From an optimization exercise on the open Yosys and OpenROAD flow, aimed at small area, a short achievable clock period and few clock cycles per item; shortcuts taken in it are not production practice.
RTL that was checked went through simulation tests only; none was proved equivalent to the original.
Only the layout flow was run in runs 6 and 7; the RTL was not checked for function there.
No activity file was given, so power comes from the tool's default toggle rates.

### flow/run.sh
#!/bin/bash
# Standard layout (the standard.sh, unchanged synthesis and steps) with two
# placement options changed: ports are buffered with buf_2 instead of the
# default cell buffer_ports picks, and pins may sit one routing track apart.
set -euo pipefail
cd "$(dirname "${BASH_SOURCE[0]}")/.."
bash standard.sh finish \
	"BUFFER_PORTS_ARGS=-buffer_cell sky130_fd_sc_hd__buf_2" \
	"PLACE_PINS_ARGS=-min_distance 1 -min_distance_in_tracks" \
	> make.log 2>&1
### config.mk
export PLATFORM = sky130hd
export DESIGN_NAME = dcache_ctrl
export DESIGN_NICKNAME = dcache_ctrl
export VERILOG_FILES = /design/flow/design.v
export SDC_FILE = /design/flow/constraint.sdc
export NUM_CORES = 4
export LEC_CHECK = 0
export CAP_MARGIN = 20
export CORE_AREA = 5 5 355 355
export DIE_AREA = 0 0 360 360
export SETUP_SLACK_MARGIN = 2.7
export SLEW_MARGIN = 20
### standard.sh
#!/bin/bash
# synth_recipe.tcl (not shown) runs the flow's synth.tcl, then flattens the netlist and writes it again
# the make line also repeats each setting of config.mk as NAME=value (left out here)
make -C /OpenROAD-flow-scripts/flow DESIGN_CONFIG=/design/flow/config.mk WORK_HOME=/design/flow/orfs CLKGATE_MAP_FILE= SYNTH_SCRIPT=/design/flow/synth_recipe.tcl "${@:-finish}"
### constraint.sdc
create_clock -name core_clock -period 5.0 [get_ports {clk_i}]
set_input_delay 1.0000 -clock core_clock [delete_from_list [all_inputs] [get_ports {clk_i}]]
set_output_delay 1.0000 -clock core_clock [all_outputs]
set_load 0.01 [all_outputs]
### design.v
package dcache_pkg;
	localparam int N_ENT = 4;
	localparam int ENT_W = 2;
	localparam int N_BUF = 2;
	localparam int ADDR_W = 32;
	localparam int CPU_TID_W = 8;
	localparam int LINE_BYTES = 64;
	localparam int HALF_BYTES = 32;
	localparam int HALF_BIT = 5;
	typedef logic [ENT_W-1:0] ent_idx_t;
	typedef logic [ENT_W:0] bus_tag_t;
	typedef logic [CPU_TID_W-1:0] cpu_tid_t;
	typedef logic [ADDR_W-1:0] addr_t;
	typedef logic [LINE_BYTES-1:0] line_sel_t;
	typedef logic [HALF_BYTES-1:0] half_sel_t;
	typedef logic [HALF_BYTES*8-1:0] half_dat_t;
	typedef logic [2*HALF_BYTES*8-1:0] line_dat_t;
	typedef logic [1:0] half_mask_t;
endpackage
`timescale 1ns/100ps
module dcache_ctrl (
	input  logic                  clk_i,
	input  logic                  rst_i,
	input  logic                  cpu_cyc_i,
	input  logic                  cpu_we_i,
	input  logic                  cpu_erc_i,
	input  dcache_pkg::cpu_tid_t  cpu_tid_i,
	input  dcache_pkg::addr_t     cpu_adr_i,
	input  dcache_pkg::line_sel_t cpu_sel_i,
	input  dcache_pkg::line_dat_t cpu_dat_i,
	output logic                  cpu_busy_o,
	output logic                  cpu_ack_o,
	output dcache_pkg::cpu_tid_t  cpu_ack_tid_o,
	output dcache_pkg::line_dat_t cpu_ack_dat_o,
	output logic                  cpu_ack_err_o,
	output logic                  bus_cyc_o,
	output logic                  bus_we_o,
	output logic                  bus_erc_o,
	output dcache_pkg::bus_tag_t  bus_tag_o,
	output dcache_pkg::addr_t     bus_adr_o,
	output dcache_pkg::half_sel_t bus_sel_o,
	output dcache_pkg::half_dat_t bus_dat_o,
	input  logic                  bus_full_i,
	input  logic                  bus_ack_i,
	input  dcache_pkg::bus_tag_t  bus_tag_i,
	input  dcache_pkg::half_dat_t bus_dat_i,
	input  logic                  bus_err_i
);
	localparam int NE = dcache_pkg::N_ENT;
	localparam int NB = dcache_pkg::N_BUF;
	localparam int BW = (NB > 1) ? $clog2(NB) : 1;
	localparam int HW = dcache_pkg::HALF_BYTES*8;
	localparam int HS = dcache_pkg::HALF_BYTES;
	localparam int AW = dcache_pkg::ADDR_W - dcache_pkg::HALF_BIT - 1;
	logic                   b_v;
	logic                   b_cyc;
	logic                   b_we;
	logic                   b_erc;
	logic                   b_two;
	logic                   b_noans;
	logic                   b_half;
	dcache_pkg::ent_idx_t   b_e;
	logic [AW-1:0]          b_adr;
	dcache_pkg::half_sel_t  b_sel;
	dcache_pkg::half_dat_t  b_dat;
	logic                   h_v;
	dcache_pkg::half_sel_t  h_sel;
	dcache_pkg::half_dat_t  h_dat;
	logic [NE-1:0]          e_v;
	logic [NE-1:0]          e_two;
	logic [NE-1:0]          e_err;
	logic [NE-1:0]          e_cpl;
	dcache_pkg::half_mask_t e_need [NE];
	dcache_pkg::cpu_tid_t   e_tid  [NE];
	logic [BW-1:0]          e_buf  [NE];
	logic [NB-1:0]          f_busy;
	dcache_pkg::half_dat_t  f_dat [NB];
	logic                   o_v;
	logic                   o_err;
	dcache_pkg::cpu_tid_t   o_tid;
	dcache_pkg::ent_idx_t   o_e;
	dcache_pkg::line_dat_t  o_dat;
	logic [NE-1:0]          e_free;
	logic                   free_any;
	dcache_pkg::ent_idx_t   free_e;
	logic                   dup;
	logic                   accept;
	dcache_pkg::half_mask_t in_has;
	logic                   in_ans;
	logic                   in_two;
	logic                   f_free_any;
	logic [BW-1:0]          f_free_i;
	logic                   xfer;
	logic                   b_done;
	logic                   st_free;
	logic                   b_wait_res;
	dcache_pkg::ent_idx_t   ans_e;
	logic                   ans_h;
	logic                   ans_fin;
	logic                   ans_two;
	logic [BW-1:0]          ans_buf;
	assign ans_e = bus_tag_i[dcache_pkg::ENT_W:1];
	assign ans_h = bus_tag_i[0];
	assign ans_fin = bus_ack_i && (ans_h ? !e_need[ans_e][0] : !e_need[ans_e][1]);
	assign ans_two = e_two[ans_e];
	assign ans_buf = e_buf[ans_e];
	always_comb begin
		e_free = ~e_v;
		if (o_v)
			e_free[o_e] = 1'b1;
	end
	always_comb begin
		free_any = 1'b0;
		free_e = '0;
		for (int i = NE-1; i >= 0; i--) begin
			if (e_free[i]) begin
				free_any = 1'b1;
				free_e = dcache_pkg::ent_idx_t'(i);
			end
		end
	end
	always_comb begin
		dup = 1'b0;
		for (int i = 0; i < NE; i++)
			if (e_v[i] && e_tid[i] == cpu_tid_i)
				dup = 1'b1;
	end
	logic [NB-1:0]          f_avail;
	always_comb begin
		f_avail = ~f_busy;
		if (ans_fin && ans_two)
			f_avail[ans_buf] = 1'b1;
	end
	always_comb begin
		f_free_any = 1'b0;
		f_free_i = '0;
		for (int i = NB-1; i >= 0; i--) begin
			if (f_avail[i]) begin
				f_free_any = 1'b1;
				f_free_i = BW'(i);
			end
		end
	end
	assign in_has[0] = |cpu_sel_i[HS-1:0];
	assign in_has[1] = |cpu_sel_i[2*HS-1:HS];
	assign in_ans = !cpu_we_i || cpu_erc_i;
	assign in_two = (&in_has) && in_ans;
	assign xfer = b_cyc && !bus_full_i;
	assign b_done = xfer && !h_v;
	assign st_free = !b_v || b_done;
	assign b_wait_res = b_v && !b_cyc && f_free_any;
	assign cpu_busy_o = busy_q || (b_v && bus_full_i);
	assign accept = cpu_cyc_i && !cpu_busy_o && !dup;
	assign bus_cyc_o = b_cyc;
	assign bus_we_o = b_we;
	assign bus_erc_o = b_erc;
	assign bus_tag_o = {b_e, b_half};
	assign bus_adr_o = {b_adr, b_half, {dcache_pkg::HALF_BIT{1'b0}}};
	assign bus_sel_o = b_sel;
	assign bus_dat_o = b_dat;
	logic [NE-1:0]          cpl_vec;
	logic                   cpl_any;
	dcache_pkg::ent_idx_t   cpl_e;
	always_comb begin
		cpl_vec = e_cpl;
		if (b_done && b_noans)
			cpl_vec[b_e] = 1'b1;
	end
	always_comb begin
		cpl_any = 1'b0;
		cpl_e = '0;
		for (int i = NE-1; i >= 0; i--) begin
			if (cpl_vec[i]) begin
				cpl_any = 1'b1;
				cpl_e = dcache_pkg::ent_idx_t'(i);
			end
		end
	end
	logic                   b_v_n;
	logic                   b_cyc_n;
	logic                   h_v_n;
	logic [NE-1:0]          e_v_n;
	logic                   o_v_n;
	dcache_pkg::ent_idx_t   o_e_n;
	logic [NE-1:0]          e_free_n;
	logic                   busy_n;
	logic                   busy_q;
	always_comb begin
		b_v_n = b_v;
		b_cyc_n = b_cyc;
		h_v_n = h_v;
		if (accept) begin
			b_v_n = |in_has;
			b_cyc_n = (|in_has) && (!in_two || f_free_any);
			h_v_n = &in_has;
		end else begin
			if (b_done) begin
				b_v_n = 1'b0;
				b_cyc_n = 1'b0;
			end
			if (xfer)
				h_v_n = 1'b0;
			if (b_wait_res)
				b_cyc_n = 1'b1;
		end
		e_v_n = e_v;
		if (o_v)
			e_v_n[o_e] = 1'b0;
		if (accept)
			e_v_n[free_e] = 1'b1;
		o_v_n = ans_fin || cpl_any;
		o_e_n = ans_fin ? ans_e : cpl_e;
		e_free_n = ~e_v_n;
		if (o_v_n)
			e_free_n[o_e_n] = 1'b1;
		busy_n = !(|e_free_n) || (b_v_n && (h_v_n || !b_cyc_n));
	end
	always_ff @(posedge clk_i) begin
		if (rst_i) begin
			b_v <= 1'b0;
			b_cyc <= 1'b0;
			h_v <= 1'b0;
			busy_q <= 1'b0;
			e_v <= '0;
			e_cpl <= '0;
			f_busy <= '0;
			o_v <= 1'b0;
		end else begin
			b_v <= b_v_n;
			b_cyc <= b_cyc_n;
			h_v <= h_v_n;
			busy_q <= busy_n;
			if (ans_fin && ans_two)
				f_busy[ans_buf] <= 1'b0;
			if (accept && in_two && f_free_any) begin
				f_busy[f_free_i] <= 1'b1;
				e_buf[free_e] <= f_free_i;
			end
			if (!accept && b_wait_res) begin
				f_busy[f_free_i] <= 1'b1;
				e_buf[b_e] <= f_free_i;
			end
			if (bus_ack_i) begin
				e_need[ans_e][ans_h] <= 1'b0;
				e_err[ans_e] <= e_err[ans_e] | bus_err_i;
			end
			e_cpl <= cpl_vec;
			o_v <= o_v_n;
			o_e <= o_e_n;
			if (ans_fin) begin
				o_tid <= e_tid[ans_e];
				o_err <= e_err[ans_e] | bus_err_i;
			end else begin
				o_tid <= e_tid[cpl_e];
				o_err <= 1'b0;
				if (cpl_any)
					e_cpl[cpl_e] <= 1'b0;
			end
			e_v <= e_v_n;
			if (accept) begin
				e_tid[free_e] <= cpu_tid_i;
				e_need[free_e] <= in_has & {2{in_ans}};
				e_two[free_e] <= in_two;
				e_err[free_e] <= 1'b0;
				e_cpl[free_e] <= !(|in_has);
			end
		end
	end
	always_ff @(posedge clk_i) begin
		if (st_free) begin
			b_we <= cpu_we_i;
			b_erc <= cpu_erc_i;
			b_two <= in_two;
			b_noans <= !in_ans;
			b_e <= free_e;
			b_adr <= cpu_adr_i[dcache_pkg::ADDR_W-1:dcache_pkg::HALF_BIT+1];
			b_half <= !in_has[0];
			b_sel <= in_has[0] ? cpu_sel_i[HS-1:0] : cpu_sel_i[2*HS-1:HS];
			b_dat <= in_has[0] ? cpu_dat_i[HW-1:0] : cpu_dat_i[2*HW-1:HW];
			h_sel <= cpu_sel_i[2*HS-1:HS];
			h_dat <= cpu_dat_i[2*HW-1:HW];
		end else if (xfer) begin
			b_half <= 1'b1;
			b_sel <= h_sel;
			b_dat <= h_dat;
		end
	end
	always_ff @(posedge clk_i) begin
		for (int i = 0; i < NB; i++)
			if (bus_ack_i && !ans_fin && ans_buf == BW'(i))
				f_dat[i] <= bus_dat_i;
	end
	always_ff @(posedge clk_i) begin
		o_dat <= '0;
		if (ans_fin) begin
			if (ans_h) begin
				o_dat[2*HW-1:HW] <= bus_dat_i;
				if (ans_two)
					o_dat[HW-1:0] <= f_dat[ans_buf];
			end else begin
				o_dat[HW-1:0] <= bus_dat_i;
				if (ans_two)
					o_dat[2*HW-1:HW] <= f_dat[ans_buf];
			end
		end
	end
	assign cpu_ack_o = o_v;
	assign cpu_ack_tid_o = o_tid;
	assign cpu_ack_err_o = o_err;
	assign cpu_ack_dat_o = o_dat;
endmodule
==> results of run 1 <==
through the flow:
step	util [%]	setup WS [ns]	total power, mW	cells
2_1_floorplan	-	-1.05	18.9	5052
3_3_place_gp	62.2	1.34	20.8	8147
3_5_place_dp	62.2	1.28	20.9	8147
4_1_cts	68.6	2.48	33.7	8518
5_1_grt	69.9	2.49	35.0	8690
6_report	70.0	2.51	33.9	8774
power by group through the flow:
stage                     clock, mW  combinational, mW  sequential [mW]
final                          12.6               4.50             16.7
after global routing           13.4               4.78             16.8
after CTS                      12.8               4.23             16.7
after detailed placement          0               3.92             16.9
after global placement            0               3.86             16.9
after floorplan                   0               1.68             17.3
final cells by class:
class / count / area (sq um)
clock buffers: 263 / 5040
diodes: 224 / 561
clock inverters: 65 / 472
repair buffers: 1859 / 12400
multi-input cells: 2983 / 18300
inverters: 45 / 169
fillers: 8989 / 36500
flip-flops and latches: 1710 / 46300
well taps: 1625 / 2030
routing by layer:
layer | share of wire [%] | track usage (%) | vias to the layer above
li1 | - | - | 21700
met3 | 12 | 17.5 | 987
met2 | 43 | 49.6 | 2726
met4 | 11 | 34.1 | 84
met5 | 0.27 | 1.60 | -
met1 | 34 | 39.0 | 23400
how the worst max path moves through the flow:
| stage | start | endpoint | slack, ns | depth (start not counted) |
|---|---|---|---|---|
| 2_1_floorplan | bus_tag_i[2] | f_dat[0][0] | -1.05 | 6 |
| 3_3_place_gp | cpu_sel_i[14] | b_dat[0] | 1.34 | 7 |
| 3_5_place_dp | bus_tag_i[2] | o_dat[440] | 1.28 | 9 |
| 4_1_cts | b_v | cpu_busy_o | 2.48 | 3 |
| 5_1_grt | b_v | cpu_busy_o | 2.49 | 3 |
| 6_report | bus_full_i | cpu_busy_o | 2.51 | 4 |
flip-flops by register name, summed over array words and instances (netlist names), 8 cells and up:
name    flops
b_sel      32
e_need      8
h_sel      32
f_dat     512
b_adr      26
o_tid       8
b_dat     256
o_dat     512
e_tid      32
h_dat     256
cell usage after synthesis, drive strengths merged, types with 3 or more instances:
cell    count  area, sq um
nor3        5         30.0
a31oi      35          219
o21ai      12         63.8
o22ai      10         62.6
nor2      849         3200
o21a        4         30.0
nand2     582         2180
nor4       19          119
edfxtp   1183        35500
a21oi     536         2680
dfxtp     527        10600
or2         3         18.8
nor2b       4         25.0
nand2b      4         25.0
ha          5         62.6
buf       202         1130
mux2        5         56.3
o31ai       3         22.5
inv        45          169
xor2        6         52.6
mux4       11          248
a21boi      4         30.0
or3         3         18.8
mux2i     782         7840
nor4b       3         32.5
a221oi      9         78.8
nand3      16         85.1
and3        3         18.8
xnor2      27          236
nand4      13         81.3
clkbuf    119          448
worst max-delay path, delay by kind of cell:
family	cells	cell delay, ns
buffers and inverters	3	0.32
AO/OA/AOI/OAI	1	0.17
kinds of logic (layout without fill, tap and decap cells):
kind of cell             Yosys count  count (layout)  synth area share (%)
flip-flops                      1710            1710                  70.3
buffers and inverters            366            2232                  2.67
AND/OR/NAND/NOR                 1509            1514                  8.96
AO/OA/AOI/OAI                    626             628                  5.06
adder cells (fa/ha/maj)            5               5                0.0955
XOR/XNOR                          33              33                 0.441
other                              1             229               0.00572
multiplexers                     798             798                  12.4
timing repair:
| action | in CTS | in global routing |
|---|---|---|
| resized for setup | 596 | 234 |
| pin swaps | 11 | 18 |
| cloned | 9 | 12 |
| setup endpoints to repair | 1919 | 1339 |
| setup buffers | 34 | 20 |
==> flow_metrics.py, run 1 <==
metrics = {
    "synthesis": {
        "async_flop_share_pct": 0,
        "postSynthCellCount": 5048,
        "syn-cell-area_sq_mm": 0.0655,
        "yosysWarnings": 2,
        "syn_area_per_cell_sq_um": 13.0,
        "synth-seq-cells": 1710,
        "seq_area_frac_synth_pct": 70.3,
        "synth-edff-count": 1183,
        "ys.flop_type": "edfxtp_1",
        "yosysUniqueCellTypes": 61,
    },
    "worst_setup_path": {
        "cp-end-kind": "primary output",
        "r2r_cells": 8,
        "cp_max_fo": 3,
        "r2r_end": "o_tid[3]",
        "worstSetupPathType": "in2out",
        "start_kind": "input port",
        "worstReg2RegStart": "b_e[1]",
        "critPathRequiredTime_ns": 4.00,
        "worst-r2r-setup-slack_ns": 2.71,
        "crit_arrival_ns": 1.49,
        "critical-path-max-stage-delay_ns": 0.17,
        "path_cells": "buf_4 > a21oi_4 > inv_2 > buf_6",
        "slowest_stage": "a21oi_4",
    },
    "die": {
        "die_h_um": 360,
        "dieArea_sq_mm": 0.130,
        "die_x_um": 360,
        "core_sq_mm": 0.122,
        "core.rowCount": 128,
        "initial_core_util_pct": 53.8,
        "ios": 1732,
    },
    "power_and_ir_drop": {
        "vdd_ir_drop_max_uv": 369,
        "p_comb_share_pct": 13.3,
        "p_clk_share_pct": 37.3,
        "p_int_mw": 25.3,
        "power_density_mw_per_mm2": 397,
        "netSwitchingFraction_pct": 25.2,
        "p_sw_mw": 8.54,
        "p_leak_nw": 35.2,
        "seqPwrFrac_pct": 49.4,
    },
    "grt": {
        "grt_pass1_wl_mm": 332,
        "overflow": 0,
        "grt_pass1_vias": 46100,
        "grtUsageTotal_pct": 35.6,
        "grt_max_degree": 205,
        "antenna_found_initial": 272,
    },
    "timing": {
        "finalCritPeriodShare_pct": 49.9,
        "layout_min_cycle_time_ns": 2.49,
        "clock_skew_ns": 0.0325,
        "fmaxAchievable_mhz": 401,
        "worstMarginPinSlew_ns": 1.17,
        "hold_slack_ns": 0.384,
        "max_slew_margin_pct": 21.9,
        "rsz0062_at_grt": "true",
        "finalSetupViolations": 0,
        "fin_tns_setup_ns": 0,
        "slew_violations": 0,
        "final_hold_viol_count": 0,
    },
    "routing": {
        "drc": 0,
        "route.vias.total": 48900,
        "dr.pass1.iters": 8,
        "drt-total-wl_mm": 242,
        "drt_iter0_drc": 5018,
        "vias_per_cell": 5.57,
        "wl_per_cell_um": 27.6,
        "drtAntennaViolNets": 0,
    },
    "clock_network": {
        "cts-hold-fix-buffers": 0,
        "clkTransAtPathRegs_ns": 0.06,
        "cts_tree": "done",
        "cts_buffers": 175,
        "cts.htree.levels": 4,
        "root_buffer": "clkbuf_16",
        "cts_num_sinks": 1710,
        "cts_buffer_depth": 3,
        "clk_latency_ns": 0.80,
    },
    "finish": {
        "syn2layout_area_growth_pct": 30.1,
        "mostFrequentLayoutCells": "1389 x buf_2, 1183 x edfxtp_1, 836 x nor2_1, 776 x mux2i_1, 570 x nand2_1",
        "design_area_sq_mm": 0.0853,
        "final_common_cell": "buf_2",
        "drive_gt1_share_pct": 34.1,
        "finalNetCount": 7662,
    },
    "job": {
        "maxCapViolCount": 0,
    },
    "placed_design": {
        "dp_hpwl_mm": 166,
        "placedInstanceArea_sq_mm": 0.0757,
        "place.gp.congestion": 1.04,
        "port_buffers": 1720,
    },
    "min_path": {
        "hp-start": "cpu_adr_i[27]",
        "holdPathStages": 1,
        "hold_end": "b_adr[21]",
        "hp-class": "in2reg",
    },
    "outcome": {
        "status": "no timing/DRC/antenna violations",
    },
}
Testbench counts, summed over its fixed seeds: cycles 2,859, items 1,280.
==> run 2: changes to the inputs <==
--- a/config.mk
+++ b/config.mk
@@ -10,3 +10,3 @@
 export DIE_AREA = 0 0 360 360
-export SETUP_SLACK_MARGIN = 2.7
+export SETUP_SLACK_MARGIN = 2.2
 export SLEW_MARGIN = 20
==> run 2 against run 1 <==
Core utilization decreased by 2.8 points. Cell area fell by 4.0%. Combinational power fell by 9.6%. Count of clock-buffer cells in the layout rose by 5. Synthesized area is the same. Flip-flop and latch count unchanged. Power shrank 1.2%. Worst setup slack got worse by 0.19 ns. Routed wire length is 4.2% lower. Critical path type is now in2reg. Sequential share of layout area up 2.0 points. Highest routed layer unchanged.
==> flow_metrics.py, run 2 <==
metrics = {
    "timing": {
        "final_hold_viol_count": 0,
        "clock_skew_ns": 0.0266,
        "worstMarginPinSlew_ns": 1.02,
        "fmaxAchievable_mhz": 372,
        "finalSetupViolations": 0,
        "fin_ws_ns": 2.31,
        "rsz0062_at_grt": "false",
        "layout_min_cycle_time_ns": 2.69,
        "hold_slack_ns": 0.385,
        "finalCritPeriodShare_pct": 53.7,
        "max_slew_margin_pct": 31.8,
        "slew_violations": 0,
    },
    "job": {
        "maxCapViolCount": 0,
    },
    "synthesis": {
        "synth_compound_area_share_pct": 5.06,
        "yosysWarnings": 2,
        "synth_top_family_by_area": "multiplexers",
        "ys.flop_type": "edfxtp_1",
        "synth_top_area_share_pct": 54.2,
        "synth-seq-cells": 1710,
        "synth_xor_area_share_pct": 0.441,
        "synth_commonest_cells": "1183 x edfxtp_1, 847 x nor2_1, 781 x mux2i_1",
        "async_flop_share_pct": 0,
        "muxShareOfSynthArea_pct": 12.4,
        "synth_adder_area_share_pct": 0.0955,
        "synthSimpleGateAreaFrac_pct": 8.96,
        "yosysUniqueCellTypes": 61,
        "synth_area_leaders": "edfxtp_1 54%, dfxtp_1 16%, mux2i_1 12%",
        "syn-cell-area_sq_mm": 0.0655,
        "syn_area_per_cell_sq_um": 13.0,
        "yosys.cell_count.top_type": "edfxtp_1",
        "synth-edff-count": 1183,
        "postSynthCellCount": 5048,
        "synth_area_leader_cell": "edfxtp_1",
        "seq_area_frac_synth_pct": 70.3,
    },
    "worst_setup_path": {
        "r2r_cells": 6,
        "start_kind": "input port",
        "crit_arrival_ns": 3.11,
        "cp-end-kind": "register",
        "critPathRequiredTime_ns": 5.42,
        "worstSetupPathType": "in2reg",
        "cp_max_fo": 33,
    },
    "clock_network": {
        "clkTransAtPathRegs_ns": 0.06,
        "root_buffer": "clkbuf_16",
        "cts_buffer_depth": 3,
        "cts_tree": "done",
        "cts_buffers": 175,
        "clk_latency_ns": 0.79,
        "cts.htree.levels": 4,
        "cts_num_sinks": 1710,
        "cts-hold-fix-buffers": 0,
    },
    "routing": {
        "route.vias.total": 47900,
        "drt-total-wl_mm": 232,
        "dr.pass1.iters": 8,
        "wl_per_cell_um": 26.7,
        "drt_iter0_drc": 4805,
        "drc": 0,
        "drtAntennaViolNets": 0,
        "vias_per_cell": 5.52,
    },
    "finish": {
        "syn2layout_area_growth_pct": 24.9,
        "final_common_cell": "buf_2",
        "drive_gt1_share_pct": 30.3,
        "finalNetCount": 7588,
        "design_area_sq_mm": 0.0818,
        "mostFrequentLayoutCells": "1718 x buf_2, 1183 x edfxtp_1, 843 x nor2_1, 781 x mux2i_1, 576 x nand2_1",
        "top_regs": "f_dat (512), o_dat (512)",
        "final_core_util_pct": 67.2,
    },
    "placed_design": {
        "dp_hpwl_mm": 165,
        "dp_slack_ns": 1.13,
        "port_buffers": 1720,
        "placedInstanceArea_sq_mm": 0.0756,
        "place.gp.congestion": 1.03,
    },
    "power_and_ir_drop": {
        "p_leak_nw": 34.2,
        "vdd_ir_drop_max_uv": 333,
        "power_density_mw_per_mm2": 409,
    },
    "die": {
        "core.rowCount": 128,
        "ios": 1732,
        "initial_core_util_pct": 53.8,
        "core_sq_mm": 0.122,
        "die_h_um": 360,
        "dieArea_sq_mm": 0.130,
        "die_x_um": 360,
    },
    "min_path": {
        "holdPathStages": 1,
        "hp-class": "in2reg",
    },
    "grt": {
        "grtUsageTotal_pct": 34.6,
        "antenna_found_initial": 267,
        "grt_pass1_vias": 45500,
        "grt_max_degree": 158,
        "grt_pass1_wl_mm": 324,
        "overflow": 0,
    },
    "outcome": {
        "status": "no timing/DRC/antenna violations",
    },
}
[run 2: cell count changes in the layout (fill, tap and decap cells not counted), moves of 16 or more]
cell	before	now
buf_16	16	0
buf_2	1389	1718
buf_4	151	39
buf_6	251	2
dfxtp_1	373	526
dfxtp_2	140	1
[run 2: worst max-delay path, cell delays in order]
cell and delay (ns):
buf_4 0.36, mux4_2 0.35, mux2i_4 0.10, inv_1 0.08, nand2_2 0.09, nor2_4 0.52, buf_4 0.54
[run 2: path summary, 6_finish.rpt]
kind	start	slack [ns]	endpoint
setup / recovery	bus_tag_i[1]	2.31	f_dat[1][9]
hold / removal	cpu_adr_i[12]	0.39	b_adr[6]
setup reg to reg	e_tid[2][0]	2.41	e_tid[2][5]
hold reg to reg	f_busy[1]	0.50	f_busy[1]
[run 2: cell families (layout without fill, tap and decap cells)]
group	count (synthesis)	in the layout
adder cells (fa/ha/maj)	5	5
XOR/XNOR	33	33
flip-flops	1710	1710
multiplexers	798	798
buffers and inverters	366	2154
AND/OR/NAND/NOR	1509	1509
AO/OA/AOI/OAI	626	626
other	1	219
[run 2: timing repair]
| action | 4_1_cts | 5_1_grt |
|---|---|---|
| pin swaps | 1 | 0 |
| buffers inserted | 3 | 0 |
| setup endpoints to repair | 136 | 66 |
| gates resized for setup | 5 | 4 |
[run 2: per-layer routing]
metal | vias to the layer above | track usage, % | wire length [um] | part of all wire [%]
met1 | 22700 | 37.7 | 78600 | 34
met5 | - | 1.02 | 537 | 0.23
li1 | 21500 | - | - | -
met3 | 969 | 17.9 | 29600 | 13
met2 | 2636 | 47.3 | 97700 | 42
met4 | 74 | 34.5 | 25600 | 11
[run 2: per-stage QoR]
stage	power, mW	setup TNS [ns]	instances
global route	34.6	0	8599
global placement	20.8	0	8144
CTS	33.5	0	8465
floorplan	18.9	-515.31	5052
detailed placement	20.9	0	8145
finish	33.4	0	8679
[run 2: cell type report]
type / instances / area, sq um
fill: 9423 / 39900
clock inverter: 49 / 429
clock buffer: 268 / 5130
timing repair buffer: 1792 / 9570
multi-input combinational: 2976 / 17900
antenna: 214 / 536
tap: 1625 / 2030
sequential: 1710 / 46100
inverter: 45 / 169
[run 2: power by group]
group,switching [mW],leakage (nW),internal [mW]
clock network,5.33,2.71,7.40
registers,0.285,15.8,16.4
logic,2.72,15.7,1.35
==> run 3: changes to the inputs <==
==> flow/run.sh (replaced) <==
#!/bin/bash
# Standard layout (the standard.sh, unchanged synthesis and steps) with two
# placement options changed: ports are buffered with buf_1 instead of the
# default cell buffer_ports picks, and pins may sit one routing track apart.
set -euo pipefail
cd "$(dirname "${BASH_SOURCE[0]}")/.."
bash standard.sh finish \
	"BUFFER_PORTS_ARGS=-buffer_cell sky130_fd_sc_hd__buf_1" \
	"PLACE_PINS_ARGS=-min_distance 1 -min_distance_in_tracks" \
	> make.log 2>&1
--- a/config.mk
+++ b/config.mk
@@ -7,6 +7,9 @@
 export LEC_CHECK = 0
+export ABC_AREA = 1
 export CAP_MARGIN = 20
 export CORE_AREA = 5 5 355 355
+export CTS_CLUSTER_DIAMETER = 80
+export CTS_CLUSTER_SIZE = 30
 export DIE_AREA = 0 0 360 360
-export SETUP_SLACK_MARGIN = 2.2
+export SETUP_SLACK_MARGIN = 2.7
 export SLEW_MARGIN = 20
==> run 3 against run 2 <==
Still clean. Synthesized cell count rose by 6.6%. First-iteration DRC count is 30% higher. Core utilization is 4.1 points lower. Power fell by 13%. Die area is the same. Worst setup slack improved by 0.34 ns. Non-clock buffer count up 53. Register-to-register slack improved by 0.28 ns. Critical path type is now in2out. Largest cell class unchanged. Highest routed layer unchanged.
==> flow_metrics.py, run 3 <==
metrics = {
    "clock_network": {
        "cts_tree": "done",
        "root_buffer": "clkbuf_16",
        "cts.htree.levels": 3,
        "cts_buffer_depth": 3,
        "cts_buffers": 75,
        "clkTransAtPathRegs_ns": 0.12,
        "clk_latency_ns": 0.70,
        "cts_num_sinks": 1710,
    },
    "synthesis": {
        "syn_area_per_cell_sq_um": 11.9,
        "yosysUniqueCellTypes": 52,
        "synth_area_leaders": "edfxtp_1 55%, dfxtp_1 16%, a21oi_1 8.4%",
        "synth_commonest_cells": "1183 x edfxtp_1, 1079 x a21oi_1, 580 x o21ai_0",
        "ys.flop_type": "edfxtp_1",
        "synth_area_leader_cell": "edfxtp_1",
        "seq_area_frac_synth_pct": 71.9,
        "async_flop_share_pct": 0,
        "postSynthCellCount": 5383,
        "synth-seq-cells": 1710,
        "syn-cell-area_sq_mm": 0.0641,
        "synth_top_area_share_pct": 55.4,
        "synth-edff-count": 1183,
        "yosys.cell_count.top_type": "edfxtp_1",
        "yosysWarnings": 2,
    },
    "timing": {
        "max_slew_margin_pct": 33.3,
        "slew_violations": 0,
        "clock_skew_ns": 0.0332,
        "rsz0062_at_grt": "true",
        "finalCritPeriodShare_pct": 46.9,
        "layout_min_cycle_time_ns": 2.35,
        "worstMarginPinSlew_ns": 1.00,
        "fin_ws_ns": 2.65,
        "finalSetupViolations": 0,
        "fmaxAchievable_mhz": 426,
        "final_hold_viol_count": 0,
    },
    "placed_design": {
        "placedInstanceArea_sq_mm": 0.0717,
        "dp_slack_ns": 1.09,
        "place.gp.congestion": 1.05,
        "dp_hpwl_mm": 167,
        "port_buffers": 1720,
    },
    "worst_setup_path": {
        "start_kind": "input port",
        "cpLargestDelayFamily": "buffers and inverters",
        "worstReg2RegStart": "b_e[0]",
        "crit_end": "cpu_busy_o",
        "cp_num_buf_inv": 2,
        "critPathRequiredTime_ns": 4.00,
        "worstSetupStartpoint": "bus_full_i",
        "cp-end-kind": "primary output",
        "critical-path-max-stage-delay_ns": 0.13,
        "r2r_cells": 8,
        "slowest_stage": "buf_6",
        "crit_arrival_ns": 1.35,
        "cp.depth": 4,
        "worst-r2r-setup-slack_ns": 2.69,
        "r2r_end": "o_tid[5]",
        "worstSetupPathType": "in2out",
        "path_cells": "buf_8 > nand2_4 > nand2_2 > buf_6",
        "cp_max_fo": 2,
    },
    "power_and_ir_drop": {
        "vdd_ir_drop_max_uv": 332,
        "power_density_mw_per_mm2": 378,
        "p_leak_nw": 27.6,
    },
    "outcome": {
        "status": "no timing/DRC/antenna violations",
    },
    "finish": {
        "finalNetCount": 7808,
        "register_area_sq_mm": 0.0461,
        "final_core_util_pct": 63.1,
        "syn2layout_area_growth_pct": 19.9,
        "design_area_sq_mm": 0.0768,
        "top_regs": "f_dat (512), o_dat (512)",
        "multi_input_area_sq_mm": 0.0160,
        "n_fill_cell": 10200,
        "final_common_cell": "buf_1",
        "mostFrequentLayoutCells": "1372 x buf_1, 1183 x edfxtp_1, 1075 x a21oi_1, 579 x o21ai_0, 520 x dfxtp_1",
        "drive_gt1_share_pct": 9.87,
    },
    "die": {
        "core_sq_mm": 0.122,
        "initial_core_util_pct": 52.6,
        "core.rowCount": 128,
        "die_x_um": 360,
        "ios": 1732,
        "die_h_um": 360,
        "dieArea_sq_mm": 0.130,
    },
    "routing": {
        "drc": 0,
        "drt_iter0_drc": 6223,
        "route.vias.total": 51300,
        "vias_per_cell": 5.85,
        "wl_per_cell_um": 28.5,
        "drtAntennaViolNets": 0,
        "drt-total-wl_mm": 250,
        "dr.pass1.iters": 6,
    },
    "grt": {
        "overflow": 0,
        "antenna_found_initial": 205,
        "grtUsageTotal_pct": 37.0,
        "grt_pass1_vias": 47300,
        "grt_pass1_wl_mm": 349,
        "grt_max_degree": 128,
    },
    "min_path": {
        "hp-class": "in2reg",
    },
    "job": {
        "maxCapViolCount": 0,
    },
}
==> run 3: power breakdown <==
part	switching (mW)	internal (mW)	leakage, nW
Clock	4.63	3.20	1.20
Combinational	3.08	1.37	10.6
Sequential	0.337	16.5	15.8
==> run 3: metal layers <==
layer  global-route usage [%]  share of wire (%)
met4                     29.0                8.9
met2                     52.2                 43
met1                     43.3                 35
met3                     17.5                 13
met5                     1.89               0.23
==> run 3: how the worst min path moves through the flow <==
stage | startpoint | to | slack [ns] | cells past startpoint
global placement | h_sel[28] | b_sel[28] | 0.51 | 2
finish | cpu_adr_i[8] | b_adr[2] | 0.46 | 1
CTS | cpu_adr_i[28] | b_adr[22] | 0.42 | 1
floorplan | e_v[1] | e_v[1] | 0.48 | 2
global route | cpu_adr_i[20] | b_adr[14] | 0.43 | 1
detailed placement | h_sel[27] | b_sel[27] | 0.52 | 2
==> run 3: timing repair <==
| action | CTS | global route |
|---|---|---|
| pin swaps | 11 | 10 |
| resized for setup | 428 | 194 |
| cloned | 22 | 4 |
| setup endpoints to repair | 1843 | 687 |
| setup buffers | 23 | 20 |
| hold buffers | 0 | 0 |
==> run 3: kinds of logic (layout without fill, tap and decap cells) <==
logic type | after synthesis | in the layout | share of synthesized area, %
adders and majority gates | 5 | 5 | 0.0976
and+or+nand+nor | 917 | 921 | 5.69
buffers and inverters | 529 | 2118 | 3.69
other | 1 | 165 | 0.00585
muxes | 2 | 2 | 0.0312
xor gates and xnor gates | 9 | 9 | 0.123
DFF | 1710 | 1710 | 71.9
AOI/OAI and AO/OA | 2210 | 2210 | 18.5
==> run 3: area by class of cell <==
cell class              instances  share of cell area [%]
diodes                        160                   0.521
clock buffers                 107                    2.76
clock inverters                30                   0.461
inverters                     130                   0.801
multi-input cells            3152                    20.8
flip-flops and latches       1710                    60.0
well taps                    1625                    2.65
repair buffers               1845                    11.9
repair inverters                6                  0.0814
==> run 3: metrics by stage <==
step,cells,total power [mW],hold WS (ns),setup TNS [ns]
2_1_floorplan,5387,19.3,0.481,-2529.97
4_1_cts,8581,28.9,0.424,0
6_report,8765,29.1,0.462,0
5_1_grt,8722,30.1,0.433,0
3_5_place_dp,8399,21.0,0.521,0
3_3_place_gp,8399,21.0,0.508,0
==> run 4: changes to the inputs <==
--- a/config.mk
+++ b/config.mk
@@ -9,6 +9,6 @@
 export CAP_MARGIN = 20
-export CORE_AREA = 5 5 355 355
+export CORE_AREA = 5 5 320 320
 export CTS_CLUSTER_DIAMETER = 80
 export CTS_CLUSTER_SIZE = 30
-export DIE_AREA = 0 0 360 360
+export DIE_AREA = 0 0 325 325
 export SETUP_SLACK_MARGIN = 2.7
==> run 4 against run 3 <==
The flow now stops in global routing (5_1_grt). Synthesized cell count is the same. Synthesized area did not move.
==> flow_metrics.py, run 4 <==
metrics = {
    "synthesis": {
        "yosysWarnings": 2,
        "yosysUniqueCellTypes": 52,
        "synth-edff-count": 1183,
        "synth_top_area_share_pct": 55.4,
        "syn_area_per_cell_sq_um": 11.9,
        "async_flop_share_pct": 0,
        "synth_area_leaders": "edfxtp_1 55%, dfxtp_1 16%, a21oi_1 8.4%",
        "yosys.cell_count.top_type": "edfxtp_1",
        "synth_commonest_cells": "1183 x edfxtp_1, 1079 x a21oi_1, 580 x o21ai_0",
        "ys.flop_type": "edfxtp_1",
        "synth-seq-cells": 1710,
        "synth_area_leader_cell": "edfxtp_1",
        "syn-cell-area_sq_mm": 0.0641,
        "postSynthCellCount": 5383,
        "seq_area_frac_synth_pct": 71.9,
    },
    "clock_network": {
        "root_buffer": "clkbuf_16",
        "cts_num_sinks": 1710,
        "cts_buffers": 68,
        "cts-hold-fix-buffers": 0,
        "cts_buffer_depth": 3,
        "cts.htree.levels": 3,
    },
    "grt": {
        "grt_pass1_wl_mm": 365,
        "grtUsageTotal_pct": 47.9,
        "grt_pass1_vias": 51800,
        "overflow": 2,
        "grt_max_degree": 117,
    },
    "outcome": {
        "first-error": "[ERROR GRT-0116] Global routing finished with congestion. Check the congestion regions in the DRC Viewer.",
        "haltStage": "global routing (5_1_grt)",
        "status": "did not finish",
    },
    "die": {
        "die_h_um": 325,
        "ios": 1732,
        "initial_core_util_pct": 65.1,
        "core.rowCount": 115,
        "die_x_um": 325,
    },
    "placed_design": {
        "placedInstanceArea_sq_mm": 0.0712,
        "port_buffers": 1720,
        "dp_hpwl_mm": 169,
        "dp.cells": 8063,
        "place.gp.congestion": 1.12,
    },
}
[run 4: cell counts after synthesis]
Identical to the previous run, type by type.
[run 4: worst max-delay path by stage]
stage / start / to / slack [ns] / cells after the start
after floorplan: bus_tag_i[1] / f_dat[0][0] / -3.30 / 10
after detailed placement: bus_tag_i[2] / o_dat[145] / 1.10 / 10
after CTS: b_dat[33] / bus_dat_o[33] / 2.58 / 1
after global placement: bus_tag_i[2] / f_dat[1][86] / 1.21 / 7
[run 4: power groups by stage]
stage,clock network (mW),logic [mW],registers (mW)
floorplan,0,1.78,17.5
global placement,0,3.81,17.1
detailed placement,0,3.91,17.1
CTS,7.16,4.24,16.8
[run 4: through the flow]
step / util (%) / setup WS, ns
after detailed placement: 72.4 / 1.10
after floorplan: - / -3.30
after global placement: 72.4 / 1.21
after CTS: 76.2 / 2.58
[run 4: cells by family after synthesis]
group / Yosys count / synth area share, %
AO/OA/AOI/OAI: 2210 / 18.5
flip-flops: 1710 / 71.9
AND/OR/NAND/NOR: 917 / 5.69
buffers and inverters: 529 / 3.69
XOR/XNOR: 9 / 0.123
adder cells (fa/ha/maj): 5 / 0.0976
multiplexers: 2 / 0.0312
other: 1 / 0.00585
[run 4: routing by layer]
| layer | GRT overflow | track usage (%) |
|---|---|---|
| met5 | 0 | 3.58 |
| met3 | 0 | 26.2 |
| met4 | 0 | 40.5 |
| met2 | 2 | 68.8 |
| met1 | 0 | 51.2 |
[run 4: timing repair]
action	in CTS
gates cloned	26
pin swaps	16
gates resized for setup	310
buffers inserted	32
setup endpoints to repair	1804
==> run 5: changes to the inputs <==
--- a/config.mk
+++ b/config.mk
@@ -9,6 +9,6 @@
 export CAP_MARGIN = 20
-export CORE_AREA = 5 5 320 320
+export CORE_AREA = 5 5 335 335
 export CTS_CLUSTER_DIAMETER = 80
 export CTS_CLUSTER_SIZE = 30
-export DIE_AREA = 0 0 325 325
+export DIE_AREA = 0 0 340 340
 export SETUP_SLACK_MARGIN = 2.7
==> run 5 against run 4 <==
Synthesized area unchanged. The run now finishes clean. Synthesized cell count stayed put.
==> flow_metrics.py, run 5 <==
metrics = {
    "outcome": {
        "status": "no timing/DRC/antenna violations",
    },
    "timing": {
        "fin_ws_ns": 2.64,
        "max_slew_margin_pct": 28.9,
        "final_hold_viol_count": 0,
        "worstMarginPinSlew_ns": 1.07,
        "rsz0062_at_grt": "true",
        "slew_violations": 0,
        "finalSetupViolations": 0,
        "fin_tns_setup_ns": 0,
        "hold_slack_ns": 0.466,
        "fmaxAchievable_mhz": 424,
        "clock_skew_ns": 0.0427,
        "layout_min_cycle_time_ns": 2.36,
        "finalCritPeriodShare_pct": 47.1,
    },
    "worst_setup_path": {
        "path_cells": "buf_8 > nand2_4 > nand2_2 > buf_6",
        "crit_arrival_ns": 1.36,
        "critical-path-max-stage-delay_ns": 0.13,
        "r2r_cells": 6,
        "r2r_end": "b_sel[21]",
        "worstReg2RegStart": "h_v",
        "cpLargestDelayFamily": "buffers and inverters",
        "start_kind": "input port",
        "cp_max_fo": 2,
        "cp_num_buf_inv": 2,
        "cp-end-kind": "primary output",
        "critPathRequiredTime_ns": 4.00,
        "worst-r2r-setup-slack_ns": 2.77,
        "cp.depth": 4,
        "slowest_stage": "buf_6",
        "worstSetupPathType": "in2out",
    },
    "clock_network": {
        "cts_tree": "done",
        "root_buffer": "clkbuf_16",
        "clkTransAtPathRegs_ns": 0.12,
        "cts-hold-fix-buffers": 0,
        "cts_buffers": 69,
        "cts_num_sinks": 1710,
        "cts_buffer_depth": 3,
        "clk_latency_ns": 0.70,
        "cts.htree.levels": 3,
    },
    "finish": {
        "stdcell_count": 8529,
        "drive_gt1_share_pct": 8.05,
        "finalNetCount": 7772,
        "syn2layout_area_growth_pct": 18.5,
        "n_fill_cell": 8172,
        "final_common_cell": "buf_1",
        "mostFrequentLayoutCells": "1462 x buf_1, 1183 x edfxtp_1, 1076 x a21oi_1, 578 x o21ai_0, 514 x dfxtp_1",
        "top_regs": "f_dat (512), o_dat (512)",
    },
    "synthesis": {
        "syn_area_per_cell_sq_um": 11.9,
        "synth_area_leaders": "edfxtp_1 55%, dfxtp_1 16%, a21oi_1 8.4%",
        "yosys.cell_count.top_type": "edfxtp_1",
        "ys.flop_type": "edfxtp_1",
        "postSynthCellCount": 5383,
        "yosysUniqueCellTypes": 52,
        "synth_top_area_share_pct": 55.4,
        "seq_area_frac_synth_pct": 71.9,
        "async_flop_share_pct": 0,
        "synth_area_leader_cell": "edfxtp_1",
        "synth-edff-count": 1183,
        "yosysWarnings": 2,
        "synth-seq-cells": 1710,
        "syn-cell-area_sq_mm": 0.0641,
        "synth_commonest_cells": "1183 x edfxtp_1, 1079 x a21oi_1, 580 x o21ai_0",
    },
    "grt": {
        "grtUsageTotal_pct": 42.3,
        "grt_pass1_vias": 48400,
        "antenna_found_initial": 213,
        "grt_max_degree": 231,
        "overflow": 0,
        "grt_pass1_wl_mm": 357,
    },
    "min_path": {
        "hold_end": "b_adr[16]",
        "hp-class": "in2reg",
        "holdPathStages": 1,
        "hp-start": "cpu_adr_i[22]",
    },
    "placed_design": {
        "port_buffers": 1720,
        "dp_slack_ns": 1.05,
        "place.gp.congestion": 1.13,
        "dp.cells": 8173,
        "dp_hpwl_mm": 167,
    },
    "power_and_ir_drop": {
        "power_density_mw_per_mm2": 376,
        "finalPower_mw": 28.6,
        "p_leak_nw": 26.9,
        "vdd_ir_drop_max_uv": 320,
    },
    "routing": {
        "dr.pass1.iters": 8,
        "drc": 0,
        "drtAntennaViolNets": 0,
        "wl_per_cell_um": 29.7,
        "route.vias.total": 52800,
        "vias_per_cell": 6.19,
        "drt_iter0_drc": 7168,
        "drt-total-wl_mm": 253,
    },
    "die": {
        "die_x_um": 340,
        "dieArea_sq_mm": 0.116,
        "die_h_um": 340,
        "ios": 1732,
        "core_sq_mm": 0.109,
        "initial_core_util_pct": 59.0,
        "core.rowCount": 121,
    },
    "job": {
        "maxCapViolCount": 0,
    },
}
-- run 5: cell counts after synthesis --
No cell type changed its count.
-- run 5: worst register-to-register path: cells and delay by family (launching register included) --
kind / cells / cell delay (ns)
flip-flops: 1 / 0.33
AO/OA/AOI/OAI: 2 / 0.53
buffers and inverters: 2 / 0.61
AND/OR/NAND/NOR: 2 / 0.53
-- run 5: logic make-up (layout without fill, tap and decap cells) --
kind of cell / after synthesis / after routing / synth area share, %
AO/OA/AOI/OAI: 2210 / 2210 / 18.5
XOR/XNOR: 9 / 9 / 0.123
adder cells (fa/ha/maj): 5 / 5 / 0.0976
buffers and inverters: 529 / 2073 / 3.69
flip-flops: 1710 / 1710 / 71.9
multiplexers: 2 / 2 / 0.0312
other: 1 / 185 / 0.00585
AND/OR/NAND/NOR: 917 / 921 / 5.69
-- run 5: worst max-delay path by stage --
stage | end | start
3_3_place_gp | o_dat[154] | bus_tag_i[0]
6_report | cpu_busy_o | bus_full_i
3_5_place_dp | o_dat[146] | bus_tag_i[0]
2_1_floorplan | f_dat[0][0] | bus_tag_i[1]
5_1_grt | b_dat[74] | cpu_sel_i[2]
4_1_cts | bus_tag_o[2] | b_e[1]
-- run 5: power by group --
| group | switching (mW) | internal [mW] |
|---|---|---|
| registers | 0.359 | 16.5 |
| logic | 3.14 | 1.34 |
| clock network | 4.43 | 2.85 |
| total | 7.93 | 20.6 |
-- run 5: final cells by class --
cell class	count	area [sq um]	area share [%]
sequential	1710	46100	60.7
multi-input combinational	3152	16000	21.1
timing repair buffer	1816	8840	11.6
clock buffer	104	1950	2.57
tap	1414	1770	2.33
inverter	130	604	0.796
antenna	180	450	0.593
clock inverter	18	165	0.217
timing repair inverter	5	55.1	0.0725
-- run 5: through the flow --
step / cell area [sq um] / util (%)
final: 75900 / 70.0
after floorplan: 64200 / -
after global placement: 71300 / 65.7
after global routing: 75800 / 69.8
after detailed placement: 71300 / 65.7
after CTS: 74800 / 68.9
-- run 5: repair_timing --
| action | 4_1_cts | 5_1_grt |
|---|---|---|
| gates cloned | 19 | 8 |
| pin swaps | 8 | 12 |
| gates resized for setup | 330 | 211 |
| buffers inserted | 17 | 10 |
| setup endpoints to repair | 1743 | 900 |
-- run 5: layer usage --
metal | vias to the layer above | routed length, um | GRT usage [%]
met3 | 1030 | 35700 | 20.7
met4 | 58 | 23600 | 30.0
met1 | 25400 | 81600 | 48.5
met2 | 3807 | 112000 | 61.8
met5 | - | 454 | 3.13
li1 | 22600 | - | -
==> run 6: changes to the inputs <==
--- a/design.v
+++ b/design.v
@@ -151,3 +151,3 @@
 	assign b_wait_res = b_v && !b_cyc && f_free_any;
-	assign cpu_busy_o = busy_q || (b_v && bus_full_i);
+	assign cpu_busy_o = !free_any || (b_v && !b_done);
 	assign accept = cpu_cyc_i && !cpu_busy_o && !dup;
@@ -178,41 +178,2 @@
 	end
-	logic                   b_v_n;
-	logic                   b_cyc_n;
-	logic                   h_v_n;
-	logic [NE-1:0]          e_v_n;
-	logic                   o_v_n;
-	dcache_pkg::ent_idx_t   o_e_n;
-	logic [NE-1:0]          e_free_n;
-	logic                   busy_n;
-	logic                   busy_q;
-	always_comb begin
-		b_v_n = b_v;
-		b_cyc_n = b_cyc;
-		h_v_n = h_v;
-		if (accept) begin
-			b_v_n = |in_has;
-			b_cyc_n = (|in_has) && (!in_two || f_free_any);
-			h_v_n = &in_has;
-		end else begin
-			if (b_done) begin
-				b_v_n = 1'b0;
-				b_cyc_n = 1'b0;
-			end
-			if (xfer)
-				h_v_n = 1'b0;
-			if (b_wait_res)
-				b_cyc_n = 1'b1;
-		end
-		e_v_n = e_v;
-		if (o_v)
-			e_v_n[o_e] = 1'b0;
-		if (accept)
-			e_v_n[free_e] = 1'b1;
-		o_v_n = ans_fin || cpl_any;
-		o_e_n = ans_fin ? ans_e : cpl_e;
-		e_free_n = ~e_v_n;
-		if (o_v_n)
-			e_free_n[o_e_n] = 1'b1;
-		busy_n = !(|e_free_n) || (b_v_n && (h_v_n || !b_cyc_n));
-	end
 	always_ff @(posedge clk_i) begin
@@ -222,3 +183,2 @@
 			h_v <= 1'b0;
-			busy_q <= 1'b0;
 			e_v <= '0;
@@ -228,6 +188,16 @@
 		end else begin
-			b_v <= b_v_n;
-			b_cyc <= b_cyc_n;
-			h_v <= h_v_n;
-			busy_q <= busy_n;
+			if (accept) begin
+				b_v <= |in_has;
+				b_cyc <= (|in_has) && (!in_two || f_free_any);
+				h_v <= &in_has;
+			end else begin
+				if (b_done) begin
+					b_v <= 1'b0;
+					b_cyc <= 1'b0;
+				end
+				if (xfer)
+					h_v <= 1'b0;
+				if (b_wait_res)
+					b_cyc <= 1'b1;
+			end
 			if (ans_fin && ans_two)
@@ -247,15 +217,19 @@
 			e_cpl <= cpl_vec;
-			o_v <= o_v_n;
-			o_e <= o_e_n;
+			o_v <= 1'b0;
 			if (ans_fin) begin
+				o_v <= 1'b1;
+				o_e <= ans_e;
 				o_tid <= e_tid[ans_e];
 				o_err <= e_err[ans_e] | bus_err_i;
-			end else begin
+			end else if (cpl_any) begin
+				o_v <= 1'b1;
+				o_e <= cpl_e;
 				o_tid <= e_tid[cpl_e];
 				o_err <= 1'b0;
-				if (cpl_any)
-					e_cpl[cpl_e] <= 1'b0;
-			end
-			e_v <= e_v_n;
+				e_cpl[cpl_e] <= 1'b0;
+			end
+			if (o_v)
+				e_v[o_e] <= 1'b0;
 			if (accept) begin
+				e_v[free_e] <= 1'b1;
 				e_tid[free_e] <= cpu_tid_i;
==> run.sh (new file) <==
#!/bin/bash
# synth_recipe.tcl (not shown) runs the flow's synth.tcl, then flattens the netlist and writes it again
# the make line also repeats each setting of config.mk as NAME=value (left out here)
make -C /OpenROAD-flow-scripts/flow DESIGN_CONFIG=/design/flow/config.mk WORK_HOME=/design/flow/orfs CLKGATE_MAP_FILE= SYNTH_SCRIPT=/design/flow/synth_recipe.tcl finish
==> config.mk (replaced) <==
export PLATFORM = sky130hd
export DESIGN_NAME = dcache_ctrl
export DESIGN_NICKNAME = dcache_ctrl
export VERILOG_FILES = /design/flow/design.v
export SDC_FILE = /design/flow/constraint.sdc
export NUM_CORES = 4
export LEC_CHECK = 0
export CAP_MARGIN = 20
export CORE_AREA = 5 5 595 595
export DIE_AREA = 0 0 600 600
export SETUP_SLACK_MARGIN = 2.2
export SLEW_MARGIN = 20
removed: flow/run.sh
removed: standard.sh
==> run 6 against run 5 <==
Non-clock buffer count increased by 79. First-iteration DRC count decreased by 51%. Sequential power about the same. Register-to-register slack got worse by 0.49 ns. Flip-flop and latch count decreased by 1. Die area increased to 3.1 times the previous value.
==> flow_metrics.py, run 6 <==
metrics = {
    "outcome": {
        "status": "no timing/DRC/antenna violations",
    },
    "synthesis": {
        "seq_area_frac_synth_pct": 70.8,
        "yosysWarnings": 2,
        "synth_area_leaders": "edfxtp_1 55%, dfxtp_1 16%, mux2i_1 12%",
        "synth_commonest_cells": "1183 x edfxtp_1, 837 x nor2_1, 773 x mux2i_1",
        "syn-cell-area_sq_mm": 0.0650,
        "postSynthCellCount": 4997,
        "async_flop_share_pct": 0,
        "synth_area_leader_cell": "edfxtp_1",
        "syn_area_per_cell_sq_um": 13.0,
        "synth-edff-count": 1183,
        "synth_top_area_share_pct": 54.6,
        "synth-seq-cells": 1709,
        "yosys.cell_count.top_type": "edfxtp_1",
        "yosysUniqueCellTypes": 62,
        "ys.flop_type": "edfxtp_1",
    },
    "worst_setup_path": {
        "slowest_stage": "buf_16",
        "cpLargestDelayFamily": "buffers and inverters",
        "start_kind": "input port",
        "path_cells": "dlygate4sd2_1 > nand2b_4 > o21ai_4 > buf_4 > buf_12 > buf_16 > nor2_1 > a21oi_1",
        "crit_end": "b_dat[65]",
        "r2r_end": "b_dat[65]",
        "worstSetupStartpoint": "bus_full_i",
        "cp_max_fo": 127,
        "worst-r2r-setup-slack_ns": 2.28,
        "worstSetupPathType": "in2reg",
        "cp-end-kind": "register",
        "r2r_cells": 7,
        "cp_num_buf_inv": 4,
        "critical-path-max-stage-delay_ns": 0.45,
        "cp.depth": 8,
        "critPathRequiredTime_ns": 5.61,
        "crit_arrival_ns": 3.44,
        "worstReg2RegStart": "b_cyc",
    },
    "routing": {
        "wl_per_cell_um": 26.4,
        "route.vias.total": 47500,
        "drtAntennaViolNets": 0,
        "dr.pass1.iters": 5,
        "drc": 0,
        "drt-total-wl_mm": 307,
        "drt_iter0_drc": 3538,
        "vias_per_cell": 4.09,
    },
    "timing": {
        "fin_ws_ns": 2.16,
        "fin_tns_setup_ns": 0,
        "slew_violations": 0,
        "finalSetupViolations": 0,
        "finalCritPeriodShare_pct": 56.7,
        "final_hold_viol_count": 0,
        "clock_skew_ns": 0.0588,
        "rsz0062_at_grt": "true",
        "max_slew_margin_pct": 18.0,
        "fmaxAchievable_mhz": 353,
        "layout_min_cycle_time_ns": 2.84,
        "worstMarginPinSlew_ns": 1.23,
    },
    "grt": {
        "grtUsageTotal_pct": 16.0,
        "grt_pass1_vias": 47700,
        "antenna_found_initial": 130,
        "overflow": 0,
        "grt_max_degree": 154,
        "grt_pass1_wl_mm": 402,
    },
    "clock_network": {
        "clkTransAtPathRegs_ns": 0.06,
        "cts_buffer_depth": 4,
        "root_buffer": "clkbuf_16",
        "cts_num_sinks": 1709,
        "cts_tree": "done",
        "clk_latency_ns": 0.87,
        "cts_buffers": 195,
        "cts.htree.levels": 4,
        "cts-hold-fix-buffers": 0,
    },
    "die": {
        "core.rowCount": 216,
        "core_sq_mm": 0.346,
        "die_h_um": 600,
        "ios": 1732,
        "dieArea_sq_mm": 0.360,
        "die_x_um": 600,
        "initial_core_util_pct": 18.8,
    },
    "job": {
        "maxCapViolCount": 0,
    },
    "power_and_ir_drop": {
        "p_leak_nw": 36.8,
        "p_sw_mw": 9.67,
        "power_density_mw_per_mm2": 386,
        "vdd_ir_drop_max_uv": 351,
        "finalPower_mw": 36.8,
        "p_comb_share_pct": 13.4,
        "netSwitchingFraction_pct": 26.2,
        "seqPwrFrac_pct": 45.9,
        "p_int_mw": 27.2,
        "p_clk_share_pct": 40.7,
    },
    "placed_design": {
        "dp_slack_ns": 0.290,
        "place.gp.congestion": 0.907,
        "dp_hpwl_mm": 234,
        "port_buffers": 1720,
    },
    "finish": {
        "final_core_util_pct": 27.5,
        "final_common_cell": "edfxtp_1",
        "finalNetCount": 7663,
        "n_fill_cell": 35900,
        "drive_gt1_share_pct": 9.85,
        "top_regs": "f_dat (512), o_dat (512)",
        "syn2layout_area_growth_pct": 46.7,
        "mostFrequentLayoutCells": "1183 x edfxtp_1, 872 x clkdlybuf4s50_1, 834 x nor2_1, 763 x mux2i_1, 703 x dlygate4sd2_1",
    },
    "min_path": {
        "hp-class": "in2reg",
    },
}
## run 6: cell count changes after synthesis, sizes merged, moves of 20 or more
cell | before | now
mux2i | 2 | 774
a21oi | 1079 | 603
nor2 | 392 | 837
nand2 | 452 | 539
o21ai | 827 | 16
nand3 | 40 | 8
inv | 128 | 6
o21a | 257 | 3
buf | 174 | 65
nor4 | 1 | 21
clkbuf | 225 | 254
## run 6: worst min path at each step
stage / end / cells after the start / from / slack [ns]
2_1_floorplan: e_v[3] / 2 / e_v[3] / 0.48
3_3_place_gp: e_v[3] / 2 / e_v[3] / 0.54
3_5_place_dp: e_v[3] / 2 / e_v[3] / 0.54
4_1_cts: o_dat[407] / 3 / bus_tag_i[0] / 0.48
5_1_grt: h_sel[17] / 1 / cpu_sel_i[49] / 0.34
6_report: h_sel[17] / 1 / cpu_sel_i[49] / 0.42
## run 6: cells by family after synthesis
| logic type | share of synthesized area (%) |
|---|---|
| AND/OR/NAND/NOR | 8.78 |
| XOR/XNOR | 0.431 |
| other | 0.00577 |
| AO/OA/AOI/OAI | 5.33 |
| buffers and inverters | 1.98 |
| flip-flops | 70.8 |
| adder cells (fa/ha/maj) | 0.0962 |
| multiplexers | 12.5 |
## run 6: layout make-up
| class | count | area (sq um) | share of cell area, % |
|---|---|---|---|
| Timing Repair Buffer | 1895 | 18400 | 19.3 |
| Multi-Input combinational cell | 2967 | 18100 | 19.0 |
| Antenna cell | 106 | 265 | 0.278 |
| Clock buffer | 270 | 5550 | 5.82 |
| Tap cell | 4578 | 5730 | 6.01 |
| Clock inverter | 93 | 1200 | 1.25 |
| Inverter | 7 | 32.5 | 0.0341 |
| Sequential cell | 1709 | 46100 | 48.3 |
## run 6: layer usage
metal	share of wire, %	global-route usage [%]	up-vias	routed length, um
li1	-	-	21500	-
met4	4.9	8.49	16	15000
met2	53	29.4	1734	164000
met5	0.039	0	-	120
met3	6.8	4.09	487	20800
met1	35	16.5	23700	108000
## run 6: power groups by stage
stage / combinational (mW) / clock, mW / sequential (mW)
2_1_floorplan: 1.63 / 0 / 17.3
3_3_place_gp: 5.24 / 0 / 17.2
3_5_place_dp: 5.28 / 0 / 17.3
4_1_cts: 4.98 / 15.4 / 16.9
5_1_grt: 5.28 / 16.0 / 17.0
6_report: 4.92 / 15.0 / 16.9
## run 6: stage by stage
stage / std cells / area, sq um / hold WS, ns
finish: 11600 / 95400 / 0.424
CTS: 11500 / 94800 / 0.476
global placement: 11100 / 88100 / 0.543
detailed placement: 11100 / 88200 / 0.537
global route: 11600 / 95300 / 0.337
floorplan: 5001 / 65100 / 0.481
## run 6: timing repair
action	CTS	global route
pin swaps	11	18
buffers inserted	25	7
gates cloned	12	1
endpoints found under the hold margin	0	0
resized for setup	1218	62
endpoints found under the setup margin	2086	335
==> run 7: changes to the inputs <==
==> flow/run.sh (new file) <==
#!/bin/bash
# Standard layout (the standard.sh, unchanged synthesis and steps) with two
# placement options changed: ports are buffered with buf_2 instead of the
# default cell buffer_ports picks, and pins may sit one routing track apart.
set -euo pipefail
cd "$(dirname "${BASH_SOURCE[0]}")/.."
bash standard.sh finish \
	"BUFFER_PORTS_ARGS=-buffer_cell sky130_fd_sc_hd__buf_2" \
	"PLACE_PINS_ARGS=-min_distance 1 -min_distance_in_tracks" \
	> make.log 2>&1
==> standard.sh (new file) <==
#!/bin/bash
# synth_recipe.tcl (not shown) runs the flow's synth.tcl, then flattens the netlist and writes it again
# the make line also repeats each setting of config.mk as NAME=value (left out here)
make -C /OpenROAD-flow-scripts/flow DESIGN_CONFIG=/design/flow/config.mk WORK_HOME=/design/flow/orfs CLKGATE_MAP_FILE= SYNTH_SCRIPT=/design/flow/synth_recipe.tcl "${@:-finish}"
--- a/config.mk
+++ b/config.mk
@@ -8,4 +8,4 @@
 export CAP_MARGIN = 20
-export CORE_AREA = 5 5 595 595
-export DIE_AREA = 0 0 600 600
+export CORE_AREA = 5 5 355 355
+export DIE_AREA = 0 0 360 360
 export SETUP_SLACK_MARGIN = 2.2
removed: run.sh
==> run 7 against run 6 <==
Power decreased by 9.4%. Via count increased by 0.57%. Routed wire length decreased by 25%. Flip-flop and latch count unchanged. Non-clock buffer count decreased by 93. Die area decreased by 64%. Critical path depth decreased by 2. Register-to-register slack improved by 0.06 ns. Core utilization increased by 40 points. Cell area decreased by 14%. Maximum frequency about the same. Worst hold slack got worse by 0.035 ns.
==> flow_metrics.py, run 7 <==
metrics = {
    "clock_network": {
        "root_buffer": "clkbuf_16",
        "cts_buffers": 175,
        "cts.htree.levels": 4,
        "cts_num_sinks": 1709,
        "clk_latency_ns": 0.78,
        "cts_buffer_depth": 3,
        "clkTransAtPathRegs_ns": 0.07,
        "cts_tree": "done",
    },
    "synthesis": {
        "yosys.cell_count.top_type": "edfxtp_1",
        "synth_area_leaders": "edfxtp_1 55%, dfxtp_1 16%, mux2i_1 12%",
        "postSynthCellCount": 4997,
        "synth-seq-cells": 1709,
        "async_flop_share_pct": 0,
        "synth_top_area_share_pct": 54.6,
        "synth_commonest_cells": "1183 x edfxtp_1, 837 x nor2_1, 773 x mux2i_1",
        "syn_area_per_cell_sq_um": 13.0,
        "seq_area_frac_synth_pct": 70.8,
        "yosysUniqueCellTypes": 62,
        "synth-edff-count": 1183,
        "ys.flop_type": "edfxtp_1",
        "synth_area_leader_cell": "edfxtp_1",
        "syn-cell-area_sq_mm": 0.0650,
        "yosysWarnings": 2,
    },
    "finish": {
        "mostFrequentLayoutCells": "1717 x buf_2, 1183 x edfxtp_1, 834 x nor2_1, 773 x mux2i_1, 603 x a21oi_1",
        "drive_gt1_share_pct": 30.9,
        "finalNetCount": 7551,
        "final_common_cell": "buf_2",
        "n_fill_cell": 9469,
        "syn2layout_area_growth_pct": 25.8,
        "stdcell_count": 8642,
        "top_regs": "f_dat (512), o_dat (512)",
    },
    "timing": {
        "finalSetupViolations": 0,
        "slew_violations": 0,
        "final_hold_viol_count": 0,
        "layout_min_cycle_time_ns": 2.84,
        "fin_tns_setup_ns": 0,
        "fin_ws_ns": 2.16,
        "finalCritPeriodShare_pct": 56.8,
        "clock_skew_ns": 0.0287,
        "max_slew_margin_pct": 19.1,
        "rsz0062_at_grt": "true",
        "fmaxAchievable_mhz": 352,
        "worstMarginPinSlew_ns": 1.21,
    },
    "routing": {
        "dr.pass1.iters": 6,
        "drtAntennaViolNets": 0,
        "drt-total-wl_mm": 232,
        "wl_per_cell_um": 26.8,
        "route.vias.total": 47800,
        "drc": 0,
        "drt_iter0_drc": 4971,
        "vias_per_cell": 5.53,
    },
    "die": {
        "die_h_um": 360,
        "ios": 1732,
        "core.rowCount": 128,
        "die_x_um": 360,
        "initial_core_util_pct": 53.4,
        "dieArea_sq_mm": 0.130,
        "core_sq_mm": 0.122,
    },
    "grt": {
        "overflow": 0,
        "grt_pass1_vias": 44600,
        "antenna_found_initial": 278,
        "grtUsageTotal_pct": 34.3,
        "grt_max_degree": 233,
        "grt_pass1_wl_mm": 322,
    },
    "power_and_ir_drop": {
        "power_density_mw_per_mm2": 408,
        "vdd_ir_drop_max_uv": 378,
        "p_leak_nw": 34.1,
    },
    "worst_setup_path": {
        "critical-path-max-stage-delay_ns": 0.20,
        "start_kind": "input port",
        "worstSetupPathType": "in2out",
        "r2r_cells": 8,
        "cp_max_fo": 3,
        "path_cells": "buf_2 > nand2b_4 > o21ai_4 > buf_16 > o21ai_0 > buf_4",
        "crit_arrival_ns": 1.84,
        "cp-end-kind": "primary output",
        "slowest_stage": "o21ai_4",
        "critPathRequiredTime_ns": 4.00,
    },
    "min_path": {
        "holdPathStages": 1,
        "hp-class": "in2reg",
    },
    "job": {
        "maxCapViolCount": 0,
    },
    "placed_design": {
        "port_buffers": 1720,
        "dp_slack_ns": 1.12,
        "dp_hpwl_mm": 165,
        "place.gp.congestion": 0.988,
        "dp.cells": 8088,
    },
    "outcome": {
        "status": "no timing/DRC/antenna violations",
    },
}
run 7: critical path: cells and delay by family:
family / cells / cell delay, ns
buffers and inverters: 3 / 0.42
AO/OA/AOI/OAI: 2 / 0.26
AND/OR/NAND/NOR: 1 / 0.15
run 7: final timing paths:
kind	startpoint	end	slack, ns
min reg2reg	h_v	h_v	0.56
max reg2reg	b_cyc	o_tid[0]	2.34
max	bus_full_i	cpu_busy_o	2.16
min	cpu_adr_i[22]	b_adr[16]	0.39
run 7: cell type report:
class	count	area [sq um]	share of cell area (%)
Inverter	7	30.0	0.0367
Timing Repair Buffer	1802	9710	11.9
Sequential cell	1709	46100	56.3
Multi-Input combinational cell	2968	17800	21.8
Clock buffer	269	5170	6.33
Clock inverter	52	389	0.476
Tap cell	1625	2030	2.49
Antenna cell	210	526	0.643
run 7: metrics by stage:
stage | power (mW) | area (sq um) | util (%) | hold WS, ns
after floorplan | 18.9 | 65100 | - | 0.481
after global placement | 20.8 | 75300 | 61.8 | 0.533
after detailed placement | 20.8 | 75300 | 61.8 | 0.538
after CTS | 33.5 | 81000 | 66.6 | 0.331
after global routing | 34.5 | 81600 | 67.0 | 0.355
final | 33.4 | 81800 | 67.2 | 0.389
run 7: power by group:
| group | internal (mW) | switching, mW |
|---|---|---|
| registers | 16.4 | 0.293 |
| clock network | 7.31 | 5.33 |
| logic | 1.38 | 2.70 |
run 7: layer usage:
layer | share of wire (%) | track usage [%] | vias up
met5 | 0.22 | 0 | -
li1 | - | - | 21400
met4 | 9.3 | 28.8 | 86
met2 | 44 | 48.8 | 2676
met3 | 12 | 17.3 | 848
met1 | 35 | 38.4 | 22800
run 7: timing repair:
action | CTS | global route
hold buffers | 0 | 0
gates cloned | 4 | 3
setup endpoints to repair | 349 | 484
buffers inserted | 5 | 10
resized for setup | 12 | 14
pin swaps | 2 | 4
endpoints found under the hold margin | 0 | 0
run 7: cell families (layout without fill, tap and decap cells):
| group | count (synthesis) | count (layout) | synth area share (%) |
|---|---|---|---|
| AOI/OAI and AO/OA | 661 | 662 | 5.33 |
| xor gates and xnor gates | 32 | 32 | 0.431 |
| adders and majority gates | 5 | 5 | 0.0962 |
| buffers and inverters | 326 | 2130 | 1.98 |
| DFF | 1709 | 1709 | 70.8 |
| muxes | 798 | 798 | 12.5 |
| other | 1 | 215 | 0.00577 |
| and+or+nand+nor | 1465 | 1466 | 8.78 |

static timing again, ports no longer ideal:
The flow's constraints put no driver on any port. The routed layouts listed below were extracted and timed again, unchanged, in two steps. Step 1 sets driving cells, clkbuf_16 on the clock port and buf_2 on the other inputs (assumed; they add their load-dependent delay and slew). Step 2 also shifts input and output timing later by t, the mid clock arrival at the registers, as if the neighbouring blocks saw the same clock. Slacks: no drivers / after step 1 / after step 2; pairs: no drivers / after step 1.
run | shift t [ns] | setup WS [ns] | hold slack, ns | clock arrival spread, ns | worst slew at a driven data input, ns
run 1 | 0.867 | 2.505 / 2.415 / 1.719 | 0.384 / 0.326 / 0.523 | 0.033 / 0.033 | 0.39
run 2 | 0.856 | 2.313 / 2.242 / 1.460 | 0.385 / 0.329 / 0.496 | 0.027 / 0.028 | 0.34
run 3 | 0.766 | 2.654 / 2.531 / 1.934 | 0.462 / 0.408 / 0.540 | 0.044 / 0.044 | 0.33
run 5 | 0.762 | 2.644 / 2.531 / 1.909 | 0.466 / 0.414 / 0.548 | 0.044 / 0.044 | 0.34
run 6 | 0.924 | 2.164 / 1.904 / 0.980 | 0.424 / 0.523 / 0.547 | 0.062 / 0.062 | 0.55
run 7 | 0.851 | 2.162 / 2.069 / 1.431 | 0.389 / 0.341 / 0.558 | 0.032 / 0.033 | 0.26
After both steps every run listed still meets setup and hold. The setup slack of run 6, which loses most, moves by -0.260 ns with the drivers and by -1.184 ns with both steps.
